Context: an optimization exercise on an open-source flow, tuned for small area, a short achievable clock period and few clock cycles per item. The choices shown serve that exercise and are no tape-out recipe. No functional check of the RTL was part of any run shown here. Power figures rest on the tool's default switching activity, not on a simulated workload.

==> flow/design.v <==
`default_nettype none
package mnps_pkg;
  localparam int DEF_STACK_DEPTH = 16;
  localparam logic FUNC_NOTE_ON  = 1'b0;
  localparam logic FUNC_NOTE_OFF = 1'b1;
  localparam logic [1:0] ACT_NONE    = 2'd0;
  localparam logic [1:0] ACT_START   = 2'd1;
  localparam logic [1:0] ACT_SLIDE   = 2'd2;
  localparam logic [1:0] ACT_RELEASE = 2'd3;
  typedef struct packed {
    logic               func;
    logic        [15:0] note_id;
    logic signed [15:0] note_pitch;
    logic        [15:0] note_velocity;
  } evt_t;
  typedef struct packed {
    logic        [1:0]  action;
    logic        [15:0] voice_id;
    logic signed [15:0] voice_pitch;
    logic        [15:0] voice_velocity;
    logic               overflow;
    logic        [4:0]  held_count;
  } res_t;
  typedef struct packed {
    logic        [15:0] id;
    logic signed [15:0] pitch;
    logic        [15:0] velocity;
  } entry_t;
endpackage
`default_nettype wire
`default_nettype none
module mnps_stack #(
  parameter int STACK_DEPTH = mnps_pkg::DEF_STACK_DEPTH
) (
  input  wire logic                   clk,
  input  wire logic                   rst,
  input  wire logic                   up,
  input  wire logic [STACK_DEPTH-1:0] dn,
  input  wire logic [47:0]            wentry,
  input  wire logic [15:0]            key,
  output logic [STACK_DEPTH-1:0]      match,
  output logic [STACK_DEPTH-1:0]      valid,
  output logic [47:0]                 ent0,
  output logic [47:0]                 ent1
);
  logic [47:0] mem [0:STACK_DEPTH-1];
  for (genvar i = 0; i < STACK_DEPTH; i++) begin : g_ent
    logic [47:0] below;
    logic [47:0] above;
    logic        vbelow;
    logic        vabove;
    if (i == 0) begin : g_first
      assign below  = wentry;
      assign vbelow = 1'b1;
    end else begin : g_mid
      assign below  = mem[i-1];
      assign vbelow = valid[i-1];
    end
    if (i == STACK_DEPTH - 1) begin : g_last
      assign above  = mem[i];
      assign vabove = 1'b0;
    end else begin : g_inner
      assign above  = mem[i+1];
      assign vabove = valid[i+1];
    end
    always_ff @(posedge clk) begin
      if (up) begin
        mem[i] <= below;
      end else if (dn[i]) begin
        mem[i] <= above;
      end
    end
    always_ff @(posedge clk) begin
      if (rst) begin
        valid[i] <= 1'b0;
      end else if (up) begin
        valid[i] <= vbelow;
      end else if (dn[i]) begin
        valid[i] <= vabove;
      end
    end
    assign match[i] = valid[i] && (mem[i][47:32] == key);
  end
  assign ent0 = mem[0];
  assign ent1 = mem[1];
endmodule
`default_nettype wire
`default_nettype none
module mono_note_priority_stack_unit #(
  parameter int STACK_DEPTH = mnps_pkg::DEF_STACK_DEPTH
) (
  input  wire logic           clk,
  input  wire logic           rst,
  input  wire logic           evt_valid,
  output logic                evt_ready,
  input  wire mnps_pkg::evt_t evt,
  output logic                res_valid,
  input  wire logic           res_ready,
  output mnps_pkg::res_t      res
);
  localparam int D = STACK_DEPTH;
  localparam logic [4:0] C_ONE = 5'd1;
  logic        e_v;
  logic        e_func;
  logic [15:0] e_id;
  logic [15:0] e_p;
  logic [15:0] e_vel;
  logic [1:0]     oc;
  mnps_pkg::res_t s_res;
  mnps_pkg::res_t n_res;
  logic [4:0]  cnt;
  logic [15:0] sid;
  logic        svld;
  logic          go;
  logic          on;
  logic          full;
  logic          push;
  logic          found;
  logic          rem;
  logic          snd;
  logic          one;
  logic          sel1;
  logic [D-1:0]  match;
  logic [D-1:0]  valid;
  logic [D-1:0]  hi;
  logic [D-1:0]  dn;
  logic [47:0]   ent0;
  logic [47:0]   ent1;
  logic [47:0]   top;
  logic [4:0]    cnt_n;
  assign go        = e_v && !oc[1];
  assign evt_ready = !(e_v && oc[1]);
  assign res_valid = (oc != 2'd0);
  assign on    = (e_func == mnps_pkg::FUNC_NOTE_ON);
  assign full  = valid[D-1];
  assign push  = go && on && !full;
  assign found = |match;
  assign rem   = go && !on && found;
  always_comb begin
    hi[D-1] = 1'b0;
    for (int i = D - 2; i >= 0; i--) begin
      hi[i] = hi[i+1] | match[i+1];
    end
  end
  assign dn = rem ? ~hi : '0;
  mnps_stack #(
    .STACK_DEPTH (D)
  ) u_stack (
    .clk    (clk),
    .rst    (rst),
    .up     (push),
    .dn     (dn),
    .wentry ({e_id, e_p, e_vel}),
    .key    (e_id),
    .match  (match),
    .valid  (valid),
    .ent0   (ent0),
    .ent1   (ent1)
  );
  assign snd   = svld && (sid == e_id);
  assign one   = !valid[1];
  assign sel1  = !hi[0] && valid[1];
  assign top   = sel1 ? ent1 : ent0;
  assign cnt_n = push ? cnt + C_ONE : rem ? cnt - C_ONE : cnt;
  always_comb begin
    if (on) begin
      n_res = {mnps_pkg::ACT_START, e_id, e_p, e_vel, full, cnt_n};
    end else if (found && snd) begin
      n_res = {(one ? mnps_pkg::ACT_RELEASE : mnps_pkg::ACT_SLIDE), top, 1'b0, cnt_n};
    end else begin
      n_res = {mnps_pkg::ACT_NONE, 48'd0, 1'b0, cnt_n};
    end
  end
  always_ff @(posedge clk) begin
    if (rst) begin
      e_v  <= 1'b0;
      oc   <= 2'd0;
      cnt  <= 5'd0;
      svld <= 1'b0;
    end else begin
      if (evt_ready) begin
        e_v <= evt_valid;
      end
      oc  <= oc + {1'b0, go} - {1'b0, res_valid && res_ready};
      cnt <= cnt_n;
      if (go && on) begin
        svld <= 1'b1;
      end else if (rem && snd && one) begin
        svld <= 1'b0;
      end
    end
  end
  always_ff @(posedge clk) begin
    if (evt_ready) begin
      e_func <= evt.func;
      e_id   <= evt.note_id;
      e_p    <= evt.note_pitch;
      e_vel  <= evt.note_velocity;
    end
    if (go && on) begin
      sid <= e_id;
    end else if (rem && snd) begin
      sid <= top[47:32];
    end
    if (!oc[1]) begin
      s_res <= n_res;
    end
    if (!res_valid || res_ready) begin
      res <= oc[1] ? s_res : n_res;
    end
  end
endmodule
`default_nettype wire
`default_nettype none
module mnps_top (
  input  wire logic        clk,
  input  wire logic        rst,
  input  wire logic        evt_valid,
  output logic             evt_ready,
  input  wire logic        evt_func,
  input  wire logic [15:0] evt_note_id,
  input  wire logic [15:0] evt_note_pitch,
  input  wire logic [15:0] evt_note_velocity,
  output logic             res_valid,
  input  wire logic        res_ready,
  output logic [1:0]       res_action,
  output logic [15:0]      res_voice_id,
  output logic [15:0]      res_voice_pitch,
  output logic [15:0]      res_voice_velocity,
  output logic             res_overflow,
  output logic [4:0]       res_held_count
);
  mnps_pkg::evt_t evt;
  mnps_pkg::res_t res;
  assign evt = {evt_func, evt_note_id, evt_note_pitch, evt_note_velocity};
  assign res_action         = res.action;
  assign res_voice_id       = res.voice_id;
  assign res_voice_pitch    = res.voice_pitch;
  assign res_voice_velocity = res.voice_velocity;
  assign res_overflow       = res.overflow;
  assign res_held_count     = res.held_count;
  mono_note_priority_stack_unit #(
    .STACK_DEPTH (mnps_pkg::DEF_STACK_DEPTH)
  ) u_unit (
    .clk       (clk),
    .rst       (rst),
    .evt_valid (evt_valid),
    .evt_ready (evt_ready),
    .evt       (evt),
    .res_valid (res_valid),
    .res_ready (res_ready),
    .res       (res)
  );
endmodule
`default_nettype wire
==> flow/run.sh <==
#!/bin/bash
# synth_recipe.tcl (not shown) runs the flow's synth.tcl, then flattens the netlist and writes it again
# the make line also repeats each setting of config.mk as NAME=value (left out here)
make -C /OpenROAD-flow-scripts/flow DESIGN_CONFIG=/design/flow/config.mk WORK_HOME=/design/flow/orfs CLKGATE_MAP_FILE= SYNTH_SCRIPT=/design/flow/synth_recipe.tcl finish
==> flow/config.mk <==
export PLATFORM = sky130hd
export DESIGN_NAME = mnps_top
export DESIGN_NICKNAME = mnps_top
export VERILOG_FILES = /design/flow/design.v
export SDC_FILE = /design/flow/constraint.sdc
export NUM_CORES = 4
export LEC_CHECK = 0
export CAP_MARGIN = 20
export CORE_MARGIN = 2
export CORE_UTILIZATION = 40
export SLEW_MARGIN = 20
==> flow/constraint.sdc <==
create_clock -name core_clock -period 5.0 [get_ports {clk}]
set_input_delay 1.0000 -clock core_clock [delete_from_list [all_inputs] [get_ports {clk}]]
set_output_delay 1.0000 -clock core_clock [all_outputs]
set_load 0.01 [all_outputs]
==> run_results.csv, run 1 <==
group,metric,value,unit
run_status,status,"no timing/DRC/antenna violations",
critical_path,crit_path_end,"u_unit.u_stack.mem[11][40]$_DFFE_PP_",
place,place_hpwl,77810,um
grt,grtUsageMet1,30.61,%
cts,ctsHoldBuffers,0,
sta,setup-tns-final,0,ps
logic_synthesis,synth-simple-area-share,23.31,%
logic_synthesis,syn_area,44000,um^2
pwr,power.density,419.6,nW/um^2
floorplan,ioPinCount,111,
drt,drt_wl_total,115600,um
grt,use_met3,2.622,%
sta,fin_crit,4387,ps
critical_path,crit_path_end_kind,"register",
floorplan,row_count,121,
floorplan,die_x,335.7,um
grt,grt.total_usage,20.25,%
cts,cts_buffer_depth,3,
logic_synthesis,syn_inst,4284,
grt,grt_util_met2,29.89,%
drt,dr.pass1.iters,6,
sta,setup_viol,0,
sta,max_freq,0.2279,GHz
logic_synthesis,synth_fa_ha_area_share,0.1137,%
final_layout,syn2layout_area_growth,14.51,%
cts,cts_buffers,102,
grt,grt_pass1_wl,177100,um
cts,cts_root_buffer,"clkbuf_16",
pwr,p_leak,20.12,nW
sta,worst_pin_slew,1109,ps
logic_synthesis,synth_largest_area_cell,"edfxtp_1",
drt,wl_per_cell,19.74,um
final_layout,nets,4415,
cts,cts_tree,"built",
cts,clock_latency,690,ps
critical_path,worstPathArrival,4780,ps
logic_synthesis,synth_compound_area_share,2.938,%
place,port_buffers,110,
critical_path,cp.required,5400,ps
floorplan,die_h,335.7,um
drt,via_count,30220,
grt,gr-total-overflow,0,
logic_synthesis,synth-edff-count,889,
drt,antenna_left,0,
critical_path,crit-reg2reg-launch,"u_unit.e_id[13]$_DFFE_PN_",
drt,routed_via_density,5.162,
drt,drcViolationCount,0,
final_layout,layout-drive-gt1-share,6.824,%
cts,cts_sinks,970,
pwr,max-vdd-ir-drop,0.2717,mV
final_layout,utilization,46.22,%
logic_synthesis,synthMuxAreaShare,1.337,%
logic_synthesis,synth_async_sr_flop_share,0,%
logic_synthesis,synthDominantCellAreaShare,60.67,%
worst_hold_path,min_path_type,"register to register",
critical_path,r2r_slack,610,ps
logic_synthesis,syn_avg_cell_area,10.27,um^2
floorplan,start_util,40.36,%
sta,fin_skew,30.56,ps
critical_path,cp-start-kind,"register",
floorplan,coreArea,109000,um^2
place,place_congestion,0.9291,
critical_path,critPathLaunch,"u_unit.e_id[13]$_DFFE_PN_",
sta,final_max_slew_viol_count,0,
sta,finalCritPeriodShare,87.75,%
logic_synthesis,syn-num-nets,4341,
grt,first_global_vias,28820,
logic_synthesis,yosys-top-cells-area,"edfxtp_1 (61%), nand2_1 (19%), dfxtp_1 (3.7%)",
job,drv_cap,0,
sta,finalHoldViolCount,0,
critical_path,r2r_end,"u_unit.u_stack.mem[11][40]$_DFFE_PP_",
sta,slew_headroom,26.07,%
logic_synthesis,synth_most_common_cell,"nand2_1",
logic_synthesis,synth_warnings,3,
logic_synthesis,ys.flop_type,"edfxtp_1",
logic_synthesis,ys_types,74,
drt,drt_iter0_drc,3098,
final_layout,fillers,10150,
logic_synthesis,yosysSeqAreaShare,64.36,%
cts,htreeDepth,3,
floorplan,die_area,112700,um^2
cts,postCtsSetupBuffers,0,
final_layout,antenna_cells,0,
grt,grt_start_max_net_pins,230,
logic_synthesis,synth-xor-area-share,5.574,%
critical_path,critical_path_class,"register to register",
logic_synthesis,synth_top_family_by_area,"simple AND/OR/NAND/NOR gates",
critical_path,cp_max_fo,13,
sta,rsz0062_at_grt,"no",
grt,grt_busiest_layer,"met1",
cts,clk_pin_slew,60,ps
logic_synthesis,synth_seq_cells,970,
logic_synthesis,synth_common_cells,"nand2_1 (2223), edfxtp_1 (889), clkbuf_1 (187), xnor2_1 (181), xor2_1 (99)",
critical_path,rr_worst_depth,10,
grt,grt_antenna_before_repair,1,
cts,cts_resized,0,
report_power, final:
group / total [mW] / internal [mW] / switching (mW) / leakage [nW]
registers: 10.5 / 9.93 / 0.560 / 9.01
logic: 2.98 / 1.14 / 1.85 / 9.44
clock network: 7.66 / 4.45 / 3.22 / 1.66
total: 21.1 / 15.5 / 5.62 / 20.1
worst min path at each step:
| stage | from | endpoint | depth (start not counted) |
|---|---|---|---|
| floorplan | u_unit.s_res[55]$_DFF_P_ | u_unit.s_res[55]$_DFF_P_ | 2 |
| global placement | u_unit.u_stack.mem[14][31]$_DFFE_PP_ | u_unit.u_stack.mem[15][31]$_DFFE_PP_ | 0 |
| detailed placement | u_unit.u_stack.mem[14][18]$_DFFE_PP_ | u_unit.u_stack.mem[15][18]$_DFFE_PP_ | 0 |
| CTS | u_unit.u_stack.mem[14][2]$_DFFE_PP_ | u_unit.u_stack.mem[15][2]$_DFFE_PP_ | 0 |
| global route | u_unit.u_stack.mem[14][2]$_DFFE_PP_ | u_unit.u_stack.mem[15][2]$_DFFE_PP_ | 0 |
| finish | u_unit.u_stack.mem[14][2]$_DFFE_PP_ | u_unit.u_stack.mem[15][2]$_DFFE_PP_ | 0 |
area by class of cell:
type	count	area (um^2)	share of cell area, %
clock inverter	52	605.6	1.202
sequential	970	28320	56.21
tap	1414	1769	3.511
clock buffer	134	2784	5.525
multi-input combinational	3066	14710	29.20
inverter	17	71.32	0.1416
timing repair buffer	201	2122	4.212
through the flow:
step	worst slack (ps)	power (mW)	cells	hold WS, ps	cell area (um^2)
2_1_floorplan	26.88	12.35	4284	418.4	44000
3_3_place_gp	744.6	13.60	5668	429.0	46990
3_5_place_dp	761.1	13.66	5668	431.3	46990
4_1_cts	728.4	21.31	5854	449.9	50380
5_1_grt	503.3	22.00	5854	455.9	50380
6_report	612.7	21.14	5854	447.3	50380
layer usage:
layer  wire, um  share of wire, %
met5          0                 0
met4       3568               3.1
met3       6614               5.7
met2      49920                43
met1      55470                48
placed cells by master (no fill, tap or decap), drive strengths merged, types with 9 or more instances in the layout:
cell | synthesis | routed
buf | 42 | 91
and4 | 11 | 11
nor2 | 59 | 59
xnor2 | 181 | 181
xor2 | 99 | 99
nor3b | 9 | 9
inv | 16 | 19
a22oi | 55 | 55
bufinv | 0 | 10
clkdlybuf4s50 | 0 | 110
nor3 | 24 | 24
or4 | 27 | 27
clkbuf | 189 | 134
mux2i | 52 | 52
nand3 | 30 | 30
clkinv | 1 | 38
o21ai | 56 | 56
or4b | 11 | 11
nand4 | 57 | 57
nor4 | 29 | 29
nand2 | 2223 | 2223
a21oi | 31 | 31
edfxtp | 889 | 889
dfxtp | 81 | 81
critical path, stage by stage, from the launching register on:
cell and delay, ps:
edfxtp_1 850, xor2_1 180, or4_1 590, or4_1 490, o22ai_1 490, nor3_1 180
a41oi_1 250, buf_4 250, a21oi_1 130, inv_2 450, buf_4 250
flip-flops by register name (all words and copies together), names as in the netlist, 2 cells and up:
signal and count:
u_unit.cnt 5, u_unit.e_vel 16, u_unit.e_p 16, u_unit.u_stack.valid 16
u_unit.oc 2, u_unit.u_stack.mem 768, u_unit.res 56, u_unit.sid 16
u_unit.s_res 56, u_unit.e_id 16
logic make-up after synthesis:
family / count (synthesis)
AO/OA/AOI/OAI: 194
XOR/XNOR: 280
adder cells (fa/ha/maj): 4
buffers and inverters: 248
flip-flops: 970
multiplexers: 58
AND/OR/NAND/NOR: 2530
==> run 2: changes to the inputs <==
--- a/flow/design.v
+++ b/flow/design.v
@@ -38,7 +38,7 @@
   input  wire logic [STACK_DEPTH-1:0] dn,
   input  wire logic [47:0]            wentry,
   input  wire logic [15:0]            key,
-  output logic [STACK_DEPTH-1:0]      match,
+  output logic [STACK_DEPTH-1:0]      eq,
   output logic [STACK_DEPTH-1:0]      valid,
   output logic [47:0]                 ent0,
   output logic [47:0]                 ent1
@@ -49,6 +49,8 @@
     logic [47:0] above;
     logic        vbelow;
     logic        vabove;
+    logic        sdn;
+    logic        hold;
     if (i == 0) begin : g_first
       assign below  = wentry;
       assign vbelow = 1'b1;
@@ -63,12 +65,10 @@
       assign above  = mem[i+1];
       assign vabove = valid[i+1];
     end
+    assign sdn  = dn[i] && !up;
+    assign hold = !up && !dn[i];
     always_ff @(posedge clk) begin
-      if (up) begin
-        mem[i] <= below;
-      end else if (dn[i]) begin
-        mem[i] <= above;
-      end
+      mem[i] <= ({48{up}} & below) | ({48{sdn}} & above) | ({48{hold}} & mem[i]);
     end
     always_ff @(posedge clk) begin
       if (rst) begin
@@ -79,7 +79,7 @@
         valid[i] <= vabove;
       end
     end
-    assign match[i] = valid[i] && (mem[i][47:32] == key);
+    assign eq[i] = (mem[i][47:32] == key);
   end
   assign ent0 = mem[0];
   assign ent1 = mem[1];
@@ -105,6 +105,12 @@
   logic [15:0] e_id;
   logic [15:0] e_p;
   logic [15:0] e_vel;
+  logic         f_v;
+  logic         f_func;
+  logic [15:0]  f_id;
+  logic [15:0]  f_p;
+  logic [15:0]  f_vel;
+  logic [D-1:0] f_eq;
   logic [1:0]     oc;
   mnps_pkg::res_t s_res;
   mnps_pkg::res_t n_res;
@@ -112,6 +118,7 @@
   logic [15:0] sid;
   logic        svld;
   logic          go;
+  logic          e_go;
   logic          on;
   logic          full;
   logic          push;
@@ -120,6 +127,8 @@
   logic          snd;
   logic          one;
   logic          sel1;
+  logic [D-1:0]  eq;
+  logic [D-1:0]  eq_n;
   logic [D-1:0]  match;
   logic [D-1:0]  valid;
   logic [D-1:0]  hi;
@@ -128,12 +137,14 @@
   logic [47:0]   ent1;
   logic [47:0]   top;
   logic [4:0]    cnt_n;
-  assign go        = e_v && !oc[1];
-  assign evt_ready = !(e_v && oc[1]);
+  assign go        = f_v && !oc[1];
+  assign e_go      = e_v && (!f_v || !oc[1]);
+  assign evt_ready = !e_v || !f_v || !oc[1];
   assign res_valid = (oc != 2'd0);
-  assign on    = (e_func == mnps_pkg::FUNC_NOTE_ON);
+  assign on    = (f_func == mnps_pkg::FUNC_NOTE_ON);
   assign full  = valid[D-1];
   assign push  = go && on && !full;
+  assign match = f_eq & valid;
   assign found = |match;
   assign rem   = go && !on && found;
   always_comb begin
@@ -150,21 +161,30 @@
     .rst    (rst),
     .up     (push),
     .dn     (dn),
-    .wentry ({e_id, e_p, e_vel}),
+    .wentry ({f_id, f_p, f_vel}),
     .key    (e_id),
-    .match  (match),
+    .eq     (eq),
     .valid  (valid),
     .ent0   (ent0),
     .ent1   (ent1)
   );
-  assign snd   = svld && (sid == e_id);
+  always_comb begin
+    if (push) begin
+      eq_n = {eq[D-2:0], (f_id == e_id)};
+    end else begin
+      for (int i = 0; i < D; i++) begin
+        eq_n[i] = dn[i] ? ((i == D - 1) ? 1'b0 : eq[(i == D - 1) ? i : i + 1]) : eq[i];
+      end
+    end
+  end
+  assign snd   = svld && (sid == f_id);
   assign one   = !valid[1];
   assign sel1  = !hi[0] && valid[1];
   assign top   = sel1 ? ent1 : ent0;
   assign cnt_n = push ? cnt + C_ONE : rem ? cnt - C_ONE : cnt;
   always_comb begin
     if (on) begin
-      n_res = {mnps_pkg::ACT_START, e_id, e_p, e_vel, full, cnt_n};
+      n_res = {mnps_pkg::ACT_START, f_id, f_p, f_vel, full, cnt_n};
     end else if (found && snd) begin
       n_res = {(one ? mnps_pkg::ACT_RELEASE : mnps_pkg::ACT_SLIDE), top, 1'b0, cnt_n};
     end else begin
@@ -174,6 +194,7 @@
   always_ff @(posedge clk) begin
     if (rst) begin
       e_v  <= 1'b0;
+      f_v  <= 1'b0;
       oc   <= 2'd0;
       cnt  <= 5'd0;
       svld <= 1'b0;
@@ -181,6 +202,9 @@
       if (evt_ready) begin
         e_v <= evt_valid;
       end
+      if (!f_v || !oc[1]) begin
+        f_v <= e_v;
+      end
       oc  <= oc + {1'b0, go} - {1'b0, res_valid && res_ready};
       cnt <= cnt_n;
       if (go && on) begin
@@ -197,8 +221,15 @@
       e_p    <= evt.note_pitch;
       e_vel  <= evt.note_velocity;
     end
+    if (!f_v || !oc[1]) begin
+      f_func <= e_func;
+      f_id   <= e_id;
+      f_p    <= e_p;
+      f_vel  <= e_vel;
+      f_eq   <= eq_n;
+    end
     if (go && on) begin
-      sid <= e_id;
+      sid <= f_id;
     end else if (rem && snd) begin
       sid <= top[47:32];
     end
--- a/flow/config.mk
+++ b/flow/config.mk
@@ -5,7 +5,9 @@
 export SDC_FILE = /design/flow/constraint.sdc
 export NUM_CORES = 4
 export LEC_CHECK = 0
+export ABC_CLOCK_PERIOD_IN_PS = 2000
 export CAP_MARGIN = 20
 export CORE_MARGIN = 2
 export CORE_UTILIZATION = 40
+export SETUP_SLACK_MARGIN = 3.0
 export SLEW_MARGIN = 20
==> run 2 against run 1 <==
Effect of this change: combinational power up 44%; die area decreased by 4.7%; total power rose by 15%; non-clock buffer count is 475 higher; critical path type unchanged; largest cell class unchanged; largest power group unchanged.
==> run_results.csv, run 2 <==
group,metric,value,unit
sta,final_max_slew_viol_count,0,
final_layout,largest_register_ffs,768,
critical_path,crit_family,"buffers and inverters",
sta,fin_skew,39.84,ps
logic_synthesis,synth_warnings,3,
critical_path,slowest_stage,"a222oi_1",
logic_synthesis,syn_area,41910,um^2
drt,wl_met2,75080,um
logic_synthesis,yosysSeqAreaShare,53.93,%
floorplan,coreArea,103800,um^2
cts,cts_buffer_depth,3,
grt,grt_start_max_net_pins,66,
critical_path,critical_path_class,"register to register",
sta,max_freq,0.3627,GHz
logic_synthesis,synth-edff-count,186,
logic_synthesis,syn-num-nets,4058,
critical_path,worstPathCellList,"a222oi_1, buf_4, buf_6, and3_4, buf_12, buf_6, buf_6, a211oi_4, buf_6, buf_12, buf_12, buf_16, a22o_1, a21o_1",
cts,cts_buffers,104,
grt,gr-total-overflow,0,
critical_path,r2r_slack,2240,ps
final_layout,nets,4526,
logic_synthesis,syn_inst,4001,
drt,routed_via_density,6.081,
floorplan,row_count,118,
job,drv_cap,0,
final_layout,reg.largest.list,"u_unit.u_stack.mem (768), u_unit.res (56), u_unit.s_res (56)",
drt,top_layer,"met4",
critical_path,cp.required,5610,ps
logic_synthesis,synth_largest_area_cell,"dfxtp_1",
drt,drt_iter0_drc,3812,
logic_synthesis,ys.flop_type,"dfxtp_1",
sta,fin_crit,2757,ps
drt,via_count,36090,
pwr,p_leak,26.73,nW
floorplan,ioPinCount,111,
sta,slew_headroom,31.24,%
floorplan,start_util,40.38,%
drt,drt_wl_total,159700,um
floorplan,die_x,327.7,um
logic_synthesis,synth_async_sr_flop_share,0,%
critical_path,critPathLaunch,"u_unit.f_eq[2]$_DFFE_PP_",
logic_synthesis,yosys-top-cells-area,"dfxtp_1 (41%), edfxtp_1 (13%), a22o_1 (7.0%)",
logic_synthesis,synthDominantCellAreaShare,40.60,%
cts,cts_root_buffer,"clkbuf_16",
critical_path,cp.depth,14,
critical_path,worstPathArrival,3360,ps
grt,first_global_vias,33730,
sta,rsz0062_at_grt,"yes",
cts,clock_latency,710,ps
sta,finalHoldViolCount,0,
critical_path,r2r_end,"u_unit.u_stack.mem[6][1]$_DFF_P_",
pwr,max-vdd-ir-drop,0.3285,mV
critical_path,cpPeakStageDelay,420,ps
cts,htreeDepth,3,
sta,setup-tns-final,0,ps
cts,cts_sinks,1036,
cts,cts_tree,"built",
final_layout,layout_common_cells,"dfxtp_1 (843), nand2_1 (400), a21o_1 (338)",
critical_path,crit_path_end,"u_unit.u_stack.mem[6][1]$_DFF_P_",
grt,grt.total_usage,26.76,%
grt,grt_antenna_before_repair,1,
critical_path,crit-reg2reg-launch,"u_unit.f_eq[2]$_DFFE_PP_",
critical_path,crit_path_end_kind,"register",
critical_path,rr_worst_depth,14,
worst_hold_path,min_path_type,"register to register",
sta,finalCritPeriodShare,55.15,%
place,place_congestion,0.8117,
sta,hold_ws,415.6,ps
place,port_buffers,110,
critical_path,path_buf_inv,9,
place,place_hpwl,68290,um
logic_synthesis,synth_most_common_cell,"dfxtp_1",
floorplan,die_area,107400,um^2
sta,setup_viol,0,
drt,wl_met3,10720,um
drt,wl_met1,61030,um
run_status,status,"no timing/DRC/antenna violations",
drt,dr.pass1.iters,6,
floorplan,die_h,327.7,um
drt,antenna_left,0,
logic_synthesis,ys_types,50,
drt,wl_per_cell,26.91,um
final_layout,largest_register,"u_unit.u_stack.mem",
critical_path,cp_max_fo,6,
pwr,power.density,404.1,nW/um^2
logic_synthesis,synth_common_cells,"dfxtp_1 (850), nand2_1 (514), a21o_1 (338), a22o_1 (336), clkbuf_1 (280)",
cts,clk_pin_slew,70,ps
grt,grt_pass1_wl,221900,um
logic_synthesis,synth_seq_cells,1036,
drt,drcViolationCount,0,
critical_path,path_common_cell,"buf_6",
critical_path,cp-start-kind,"register",
final_layout,syn2layout_area_growth,43.84,%
final_layout,layout-drive-gt1-share,31.55,%
logic_synthesis,syn_avg_cell_area,10.48,um^2
final_layout,layout_commonest_cell,"dfxtp_1",
sta,worst_pin_slew,1031,ps
run 2: layout make-up:
type                            count  area [um^2]
Timing Repair Buffer              676        10550
Tap cell                         1380         1727
Clock inverter                     32        200.2
Fill cell                        7852        43510
Antenna cell                        1        2.502
Multi-Input combinational cell   2634        21980
Clock buffer                      159         3133
Sequential cell                  1036        22620
Inverter                           17        76.32
run 2: kinds of logic (layout without fill, tap and decap cells):
| logic type | after synthesis | in the layout | synth area share, % |
|---|---|---|---|
| other | 0 | 1 | 0 |
| muxes | 49 | 49 | 1.170 |
| adders and majority gates | 4 | 4 | 0.1194 |
| and+or+nand+nor | 946 | 950 | 10.54 |
| buffers and inverters | 356 | 884 | 3.335 |
| xor gates and xnor gates | 290 | 290 | 6.060 |
| DFF | 1036 | 1036 | 53.93 |
| AOI/OAI and AO/OA | 1320 | 1341 | 24.84 |
run 2: worst reg2reg max path, cell delays in order, from the launching register on:
cell,delay (ps)
edfxtp_1,400
a222oi_1,420
buf_4,220
buf_6,110
and3_4,190
buf_12,140
buf_6,110
buf_6,100
a211oi_4,60
buf_6,140
buf_12,140
buf_12,130
buf_16,130
a22o_1,220
a21o_1,150
run 2: metal layers:
layer  GRT usage, %  vias up
met2          44.29     1825
met3          3.424      565
met4          16.52        0
li1               -    15970
met1          33.20    17730
met5              0        -
run 2: what timing repair did:
item,4_1_cts,5_1_grt
endpoints found under the hold margin,0,0
hold buffers,0,0
pin swaps,223,298
setup endpoints to repair,1166,1007
gates resized for setup,991,466
cloned,153,28
buffers inserted,251,86
run 2: per-stage QoR:
stage                     power, mW  util [%]  instance area, um^2  std cells  setup WS (ps)
after detailed placement      15.23     42.96                44590       5225           1473
after floorplan               13.78         -                42750       4001           2596
after global placement        15.11     42.92                44550       5222           1123
after CTS                     23.44     54.65                56730       5820           2494
after global routing          25.28     58.08                60280       5934           2224
final                         24.36     58.08                60290       5935           2243
run 2: report_power, final:
group | switching (mW) | total (mW) | internal, mW
Sequential | 2.06 | 12.4 | 10.3
Combinational | 2.08 | 4.30 | 2.22
Clock | 3.39 | 7.70 | 4.31
Total | 7.53 | 24.4 | 16.8
run 2: worst min-delay path by stage:
stage	end	slack (ps)	startpoint	cells past startpoint
2_1_floorplan	u_unit.f_func$_DFFE_PP_	400	u_unit.e_func$_DFFE_PP_	0
3_3_place_gp	u_unit.f_p[14]$_DFFE_PP_	400	u_unit.e_p[14]$_DFFE_PP_	0
3_5_place_dp	u_unit.f_vel[1]$_DFFE_PP_	400	u_unit.e_vel[1]$_DFFE_PP_	0
4_1_cts	u_unit.f_p[6]$_DFFE_PP_	420	u_unit.e_p[6]$_DFFE_PP_	0
5_1_grt	u_unit.f_vel[12]$_DFFE_PP_	420	u_unit.e_vel[12]$_DFFE_PP_	0
6_report	u_unit.f_p[6]$_DFFE_PP_	420	u_unit.e_p[6]$_DFFE_PP_	0
==> run 3: changes to the inputs <==
--- a/flow/design.v
+++ b/flow/design.v
@@ -100,11 +100,6 @@
 );
   localparam int D = STACK_DEPTH;
   localparam logic [4:0] C_ONE = 5'd1;
-  logic        e_v;
-  logic        e_func;
-  logic [15:0] e_id;
-  logic [15:0] e_p;
-  logic [15:0] e_vel;
   logic         f_v;
   logic         f_func;
   logic [15:0]  f_id;
@@ -118,7 +113,9 @@
   logic [15:0] sid;
   logic        svld;
   logic          go;
-  logic          e_go;
+  logic          pop;
+  logic          f_v_n;
+  logic [1:0]    oc_n;
   logic          on;
   logic          full;
   logic          push;
@@ -137,10 +134,10 @@
   logic [47:0]   ent1;
   logic [47:0]   top;
   logic [4:0]    cnt_n;
-  assign go        = f_v && !oc[1];
-  assign e_go      = e_v && (!f_v || !oc[1]);
-  assign evt_ready = !e_v || !f_v || !oc[1];
-  assign res_valid = (oc != 2'd0);
+  assign go    = f_v && !oc[1];
+  assign pop   = res_valid && res_ready;
+  assign f_v_n = evt_ready ? evt_valid : f_v;
+  assign oc_n  = oc + {1'b0, go} - {1'b0, pop};
   assign on    = (f_func == mnps_pkg::FUNC_NOTE_ON);
   assign full  = valid[D-1];
   assign push  = go && on && !full;
@@ -162,7 +159,7 @@
     .up     (push),
     .dn     (dn),
     .wentry ({f_id, f_p, f_vel}),
-    .key    (e_id),
+    .key    (evt.note_id),
     .eq     (eq),
     .valid  (valid),
     .ent0   (ent0),
@@ -170,7 +167,7 @@
   );
   always_comb begin
     if (push) begin
-      eq_n = {eq[D-2:0], (f_id == e_id)};
+      eq_n = {eq[D-2:0], (f_id == evt.note_id)};
     end else begin
       for (int i = 0; i < D; i++) begin
         eq_n[i] = dn[i] ? ((i == D - 1) ? 1'b0 : eq[(i == D - 1) ? i : i + 1]) : eq[i];
@@ -193,20 +190,18 @@
   end
   always_ff @(posedge clk) begin
     if (rst) begin
-      e_v  <= 1'b0;
-      f_v  <= 1'b0;
-      oc   <= 2'd0;
-      cnt  <= 5'd0;
-      svld <= 1'b0;
+      f_v       <= 1'b0;
+      oc        <= 2'd0;
+      evt_ready <= 1'b1;
+      res_valid <= 1'b0;
+      cnt       <= 5'd0;
+      svld      <= 1'b0;
     end else begin
-      if (evt_ready) begin
-        e_v <= evt_valid;
-      end
-      if (!f_v || !oc[1]) begin
-        f_v <= e_v;
-      end
-      oc  <= oc + {1'b0, go} - {1'b0, res_valid && res_ready};
-      cnt <= cnt_n;
+      f_v       <= f_v_n;
+      oc        <= oc_n;
+      evt_ready <= !f_v_n || !oc_n[1];
+      res_valid <= (oc_n != 2'd0);
+      cnt       <= cnt_n;
       if (go && on) begin
         svld <= 1'b1;
       end else if (rem && snd && one) begin
@@ -216,16 +211,10 @@
   end
   always_ff @(posedge clk) begin
     if (evt_ready) begin
-      e_func <= evt.func;
-      e_id   <= evt.note_id;
-      e_p    <= evt.note_pitch;
-      e_vel  <= evt.note_velocity;
-    end
-    if (!f_v || !oc[1]) begin
-      f_func <= e_func;
-      f_id   <= e_id;
-      f_p    <= e_p;
-      f_vel  <= e_vel;
+      f_func <= evt.func;
+      f_id   <= evt.note_id;
+      f_p    <= evt.note_pitch;
+      f_vel  <= evt.note_velocity;
       f_eq   <= eq_n;
     end
     if (go && on) begin
==> run 3 against run 2 <==
Effect of this change: still clean on timing, DRC and antenna; final area down 6.3%; register-to-register slack better by 130 ps; sequential power up 4%; final cell count down 1.9%; synthesized cell count down 0.25%; area after synthesis down 4.0%; die area down 3.9%.
==> run_results.csv, run 3 <==
group,metric,value,unit
logic_synthesis,ys.flop_type,"dfxtp_1",
logic_synthesis,synth_top_family_by_area,"compound AO/OA/AOI/OAI gates",
cts,htreeDepth,3,
cts,ctsHoldBuffers,0,
grt,first_global_vias,31460,
floorplan,coreArea,99860,um^2
drt,drcViolationCount,0,
sta,setup_viol,0,
final_layout,reg.largest.list,"u_unit.u_stack.mem (768), u_unit.res (56), u_unit.s_res (56)",
critical_path,cp.required,5570,ps
logic_synthesis,ys_types,58,
sta,fin_crit,2626,ps
worst_hold_path,min_path_type,"register to register",
cts,cts_tree,"built",
grt,grt.total_usage,25.61,%
final_layout,nets,4496,
floorplan,die_x,321.2,um
floorplan,ioPinCount,111,
floorplan,start_util,40.30,%
final_layout,layout-drive-gt1-share,29.35,%
logic_synthesis,synth_async_sr_flop_share,0,%
final_layout,utilization,56.60,%
critical_path,cp_max_fo,6,
logic_synthesis,synth_fa_ha_area_share,0.1244,%
logic_synthesis,synthMuxAreaShare,1.297,%
critical_path,critPathLaunch,"u_unit.f_eq[14]$_DFFE_PP_",
drt,drt_iter0_drc,3557,
pwr,p_leak,25.73,nW
sta,fin_skew,20.65,ps
critical_path,crit_path_end_kind,"register",
job,drv_cap,0,
place,port_buffers,110,
final_layout,ff_latch_area,21160,um^2
place,place_congestion,0.8428,
logic_synthesis,synth-simple-area-share,10.67,%
sta,finalCritPeriodShare,52.53,%
final_layout,syn2layout_area_growth,40.46,%
logic_synthesis,synth_compound_area_share,25.64,%
pwr,max-vdd-ir-drop,0.3085,mV
logic_synthesis,syn_avg_cell_area,10.08,um^2
critical_path,crit-reg2reg-launch,"u_unit.f_eq[14]$_DFFE_PP_",
cts,cts_sinks,988,
pwr,power.density,477.5,nW/um^2
drt,drt_wl_total,152900,um
cts,cts_buffers,101,
final_layout,largest_register,"u_unit.u_stack.mem",
logic_synthesis,syn_area,40240,um^2
critical_path,cp-start-kind,"register",
sta,finalHoldViolCount,0,
logic_synthesis,synth_most_common_cell,"dfxtp_1",
drt,routed_via_density,5.968,
final_layout,multiInputGateArea,21160,um^2
logic_synthesis,synth_common_cells,"dfxtp_1 (851), nand2_1 (762), a22o_1 (392), a21o_1 (388), a22oi_1 (345)",
drt,via_count,34740,
grt,grt_pass1_wl,205100,um
final_layout,largest_register_ffs,768,
sta,slew_headroom,10.31,%
logic_synthesis,synthDominantCellAreaShare,42.34,%
sta,setup-tns-final,0,ps
critical_path,worstPathArrival,3200,ps
drt,wl_per_cell,26.26,um
logic_synthesis,yosysSeqAreaShare,52.56,%
floorplan,die_area,103100,um^2
logic_synthesis,syn_inst,3991,
final_layout,fillers,8064,
logic_synthesis,synth-xor-area-share,6.312,%
grt,grt_antenna_before_repair,2,
final_layout,layout_common_cells,"dfxtp_1 (842), nand2_1 (589), a22o_1 (392)",
logic_synthesis,synth-edff-count,137,
floorplan,die_h,321.2,um
drt,antenna_left,0,
run_status,status,"no timing/DRC/antenna violations",
critical_path,critical_path_class,"register to register",
sta,final_max_slew_viol_count,0,
drt,dr.pass1.iters,6,
logic_synthesis,yosys-top-cells-area,"dfxtp_1 (42%), edfxtp_1 (10%), a22o_1 (8.5%)",
floorplan,row_count,116,
cts,cts_root_buffer,"clkbuf_16",
final_layout,layout_commonest_cell,"dfxtp_1",
place,place_hpwl,69010,um
cts,clock_latency,690,ps
logic_synthesis,synth_warnings,3,
grt,grt_start_max_net_pins,103,
cts,clk_pin_slew,70,ps
sta,max_freq,0.3808,GHz
cts,cts_buffer_depth,3,
logic_synthesis,synth_largest_area_cell,"dfxtp_1",
grt,gr-total-overflow,0,
logic_synthesis,synth_seq_cells,988,
sta,rsz0062_at_grt,"yes",
logic_synthesis,syn-num-nets,4048,
worst_hold_path,min_from,"u_unit.u_stack.mem[15][28]$_DFF_P_",
sta,worst_pin_slew,1343,ps
==> run 3: metal layers <==
metal | GRT usage (%) | share of wire (%) | routed length [um]
met4 | 12.61 | 7.8 | 11990
met2 | 42.92 | 47 | 72100
met5 | 0 | 0.060 | 91
met3 | 3.249 | 6.0 | 9207
met1 | 32.57 | 39 | 59490
==> run 3: layout make-up <==
cell class	instances	share of cell area, %
diodes	1	0.004428
clock buffers	151	5.344
clock inverters	35	0.4760
inverters	13	0.09298
multi-input cells	2714	37.44
flip-flops and latches	988	37.45
well taps	1298	2.874
repair buffers	621	16.32
==> run 3: worst paths after layout <==
kind,to,slack [ps],cells after the start
worst min register to register,u_unit.u_stack.mem[14][28]$_DFF_P_,440,2
worst min-delay path,u_unit.u_stack.mem[14][28]$_DFF_P_,440,2
worst max-delay path,u_unit.u_stack.mem[9][2]$_DFF_P_,2370,12
worst max register to register,u_unit.u_stack.mem[9][2]$_DFF_P_,2370,12
==> run 3: kinds of logic after synthesis <==
group           after synthesis
compound gates             1316
simple gates               1008
flops                       988
buf+inv                     333
xor+xnor                    290
mux                          52
fa+ha+maj                     4
==> run 3: metrics by stage <==
step / power (mW) / cell area, um^2 / cells / worst slack, ps / hold slack, ps
after global placement: 17.01 / 42860 / 5149 / 1398 / 420.5
after detailed placement: 17.15 / 42860 / 5149 / 1362 / 425.2
after floorplan: 15.18 / 41850 / 3991 / 2693 / 415.4
after CTS: 25.62 / 52430 / 5667 / 2441 / 434.2
final: 26.99 / 56520 / 5821 / 2374 / 436.1
after global routing: 28.01 / 56510 / 5820 / 2330 / 452.4
==> run 3: worst max-delay path, cell delays in order (launching register included) <==
cell      delay [ps]
edfxtp_1         450
a222oi_1         350
buf_4            220
buf_6            110
and3_4           250
buf_12           130
a21oi_4           80
buf_6            130
buf_12           120
buf_6            120
buf_16           140
a22o_1           210
a21o_1           180
==> run 3: where the power goes <==
group	leakage, nW	total [mW]	switching [mW]	internal [mW]
clock network	1.64	7.57	3.33	4.24
registers	8.42	12.9	2.59	10.3
logic	15.7	6.49	3.24	3.25
==> run 3: repair_timing <==
action,in CTS,in global routing
cloned,127,55
pin swaps,133,324
resized for setup,724,575
setup endpoints to repair,1010,1003
setup buffers,205,98

[separate check: timing with driven ports]
The flow's constraints put no driver on any port. The routed layouts listed below were extracted and timed again, unchanged, in two steps. Step 1 sets driving cells, clkbuf_16 on the clock port and buf_2 on the other inputs (assumed; they add their load-dependent delay and slew). Step 2 times the ports against the registers' clock, not the clock port: input delays grow and output delays shrink by t, the midpoint of the rising clock arrivals with the driver on. Three values: ideal, step 1, step 2; two values: the first two.
run | shift t [ns] | setup slack, ns | worst setup path after step 2
run 1 | 0.738 | 0.613 / 0.613 / 0.613 | register to register
run 2 | 0.750 | 2.243 / 2.243 / 2.243 | register to register
run 3 | 0.758 | 2.374 / 2.374 / 1.951 | input to register
After both steps setup and hold are still met in every run listed. The setup slack of run 3, which loses most, moves by 0.000 ns with the drivers and by -0.423 ns with both steps.
